Background: an optimization exercise with open tools, aiming at small area, a short achievable clock period and few clock cycles per item. Do not read the settings as production practice. At most, simulation tests tie the RTL to the original design; equivalence was not proved. Power figures rest on the tool's default switching activity, not on a simulated workload.

==> flow/design.v (excerpt) <==
module rv_core (
    input  logic                          clk,
    input  logic                          rst_n,
    output logic [rv_pkg::XLEN-1:0]       imem_addr_o,
    input  logic [rv_pkg::XLEN-1:0]       imem_data_i,
    output logic                          retire_valid_o,
    output logic [rv_pkg::XLEN-1:0]       retire_pc_o,
    output logic [rv_pkg::REG_ADDR_W-1:0] retire_rd_o,
    output logic [rv_pkg::XLEN-1:0]       retire_data_o
);
Settings: LEC_CHECK=0, CAP_MARGIN=20, CORE_MARGIN=2, CORE_UTILIZATION=40, SETUP_SLACK_MARGIN=5, SLEW_MARGIN=20; clock period 10.0 ns.
run.sh (not shown) runs the stock make flow with config.mk's settings and CLKGATE_MAP_FILE= SYNTH_SCRIPT=/design/flow/synth_recipe.tcl, a recipe that flattens the netlist after the stock synthesis.
The first run produced a clean layout.
Change:
- SETUP_SLACK_MARGIN: 5 -> not set
What happened: Final area drops by 0.37%; via count barely changes; area after synthesis stays the same; clock skew stays flat; total power hardly moves; combinational power barely changes; global-route usage hardly moves.
No functional check of the RTL was part of any run of this note.

========
## old
rv_core, a different RTL version from the one above (not shown whole).
For scale: about 1300 flip-flops.
clock: 10.0 ns
lec_check: 0
abc_area: 1
cap_margin: 20
core_margin: 2
core_utilization: 40
slew_margin: 20
standard.sh (not shown) runs the stock make flow with config.mk's settings and CLKGATE_MAP_FILE= SYNTH_SCRIPT=/design/flow/synth_recipe.tcl, a recipe that flattens the netlist after the stock synthesis.
==> flow/flow/run.sh <==
#!/bin/bash
# Standard layout (the standard.sh) with three changes to how it is made:
# a tighter setup-repair target aimed at the worst path only, plain buf_2
# cells as the port buffers, and a clock tree of clkbuf_8 cells without
# dummy loads. The make output is kept in flow_make.log; ORFS keeps each
# step's own log under orfs/logs.
set -euo pipefail
bash standard.sh SETUP_SLACK_MARGIN=7 TNS_END_PERCENT=0 \
  "BUFFER_PORTS_ARGS=-buffer_cell sky130_fd_sc_hd__buf_2" \
  "CTS_ARGS=-sink_clustering_enable -repair_clock_nets -dont_use_dummy_load -buf_list sky130_fd_sc_hd__clkbuf_8 -sink_clustering_size 15 -sink_clustering_max_diameter 50" \
  finish > flow_make.log 2>&1
old ended with every stage complete and zero timing, DRC or antenna violations.
Testbench counts of old, summed over its fixed seeds: cycles 81,135, instrs 80,000.
Changes in new relative to old:
--- a/flow/config.mk
+++ b/flow/config.mk
@@ -7,3 +7,2 @@
 export LEC_CHECK = 0
-export ABC_AREA = 1
 export CAP_MARGIN = 20
==> results.txt <==
Diff old -> new | synthesis-to-layout area growth | decrease of 3.0 points. old → new: sequential cell count comparable, register area comparable, sum of buffers and inverters on the critical path now smaller. Measured against each other, old and new differ in fraction of standard cell area that is sequential, the higher figure coming from new. Compared to old, the routing of new uses less wire. Looking at post-route cell area across both flows, new is the stronger of the two, with old trailing. new vs old — non-clock buffer count dropped 30%. On clock period minus final worst setup slack, new does worse than old.

========
== build 4 ==
rv_core, a different RTL version from the one above (not shown whole).
Size in the first run: roughly 140 I/O pins, about 61,000 um2 of cells after synthesis.
clock: 10.0 ns
lec_check: 0
cap_margin: 20
core_margin: 2
core_utilization: 40
cts_buf_list: sky130_fd_sc_hd__clkbuf_8
cts_cluster_diameter: 50
cts_cluster_size: 15
setup_slack_margin: 5
slew_margin: 20
tns_end_percent: 0
run.sh (not shown) runs the stock make flow with config.mk's settings and CLKGATE_MAP_FILE= SYNTH_SCRIPT=/design/flow/synth_recipe.tcl, a recipe that flattens the netlist after the stock synthesis.
Stock flow here: none of the scripts above is used.
Build 4 was carried through to the last stage, and its layout satisfied the timing, design-rule and antenna checks.
Testbench counts of build 4, summed over its fixed seeds: cycles 81,135, instrs 80,000.
### build 4 -> build 69
- CTS_BUF_LIST: sky130_fd_sc_hd__clkbuf_8 -> unset
- TNS_END_PERCENT: 0 -> unset
- CTS_CLUSTER_SIZE: 15 -> unset
- SETUP_SLACK_MARGIN: 5 -> unset
- CTS_CLUSTER_DIAMETER: 50 -> unset
==> flow/flow/run.sh (new file) <==
#!/bin/bash
# Standard layout (the standard.sh) with three changes to how it is made:
# a tighter setup-repair target aimed at the worst path only, plain buf_2
# cells as the port buffers, and a clock tree of clkbuf_8 cells without
# dummy loads. The make output is kept in flow_make.log; ORFS keeps each
# step's own log under orfs/logs.
set -euo pipefail
bash standard.sh SETUP_SLACK_MARGIN=7 TNS_END_PERCENT=0 \
  "BUFFER_PORTS_ARGS=-buffer_cell sky130_fd_sc_hd__buf_2" \
  "CTS_ARGS=-sink_clustering_enable -repair_clock_nets -dont_use_dummy_load -buf_list sky130_fd_sc_hd__clkbuf_8 -sink_clustering_size 15 -sink_clustering_max_diameter 50" \
  finish > flow_make.log 2>&1
==> flow/standard.sh (new file) <==
#!/bin/bash
# synth_recipe.tcl (not shown) runs the flow's synth.tcl, then flattens the netlist and writes it again
# the make line also repeats each setting of config.mk as NAME=value (left out here)
make -C /OpenROAD-flow-scripts/flow DESIGN_CONFIG=/design/flow/config.mk WORK_HOME=/design/flow/orfs CLKGATE_MAP_FILE= SYNTH_SCRIPT=/design/flow/synth_recipe.tcl "${@:-finish}"
removed: flow/run.sh
==> comparison <==
- Result: PASS for each of build 69 and build 4
- Placed cell count: build 4 vs build 69, no meaningful difference
- Lower post-CTS resize count was reported by build 4, not build 69.
- The minimum clock period in build 69 sits 1.22 ns below the value recorded for build 4.

-- port drivers added, routing unchanged --
How much do the figures lean on ideal ports? The routed layouts below were timed once more, with nothing changed but the port constraints.
Step 1, drivers: a clkbuf_16 drives clk and a buf_2 each remaining input, both assumed.
Step 2, shift: input delay + t, output delay - t, t = (earliest + latest rising clock arrival at the registers) / 2. This alone moves slack from input paths to output paths.
Slacks: ideal ports / drivers / drivers and shift; pairs: ideal ports / drivers.
| run | shift t [ns] | setup WS [ns] | worst hold slack (ns) | worst setup path after step 2 | clock arrival spread, ns |
|---|---|---|---|---|---|
| the first run of note 1 | 0.871 | 4.749 / 4.789 / 3.919 | 0.320 / 0.320 / 0.320 | input to register | 0.047 / 0.047 |
| the second run of note 1 | 0.871 | 4.316 / 4.316 / 3.539 | 0.321 / 0.321 / 0.321 | input to register | 0.044 / 0.044 |
| old | 0.974 | 6.278 / 6.248 / 5.274 | 0.324 / 0.324 / 0.324 | input to register | 0.136 / 0.136 |
| new | 1.001 | 6.054 / 6.096 / 5.095 | 0.321 / 0.321 / 0.321 | input to register | 0.127 / 0.127 |
| build 4 | 0.970 | 4.559 / 4.624 / 3.654 | 0.313 / 0.313 / 0.313 | input to register | 0.073 / 0.074 |
| build 69 | 0.938 | 5.782 / 5.838 / 4.900 | 0.313 / 0.313 / 0.313 | input to register | 0.129 / 0.129 |
After both steps every run listed still meets setup and hold. For old, which loses most, drivers alone change the setup slack by -0.030 ns; drivers and shift together by -1.004 ns.
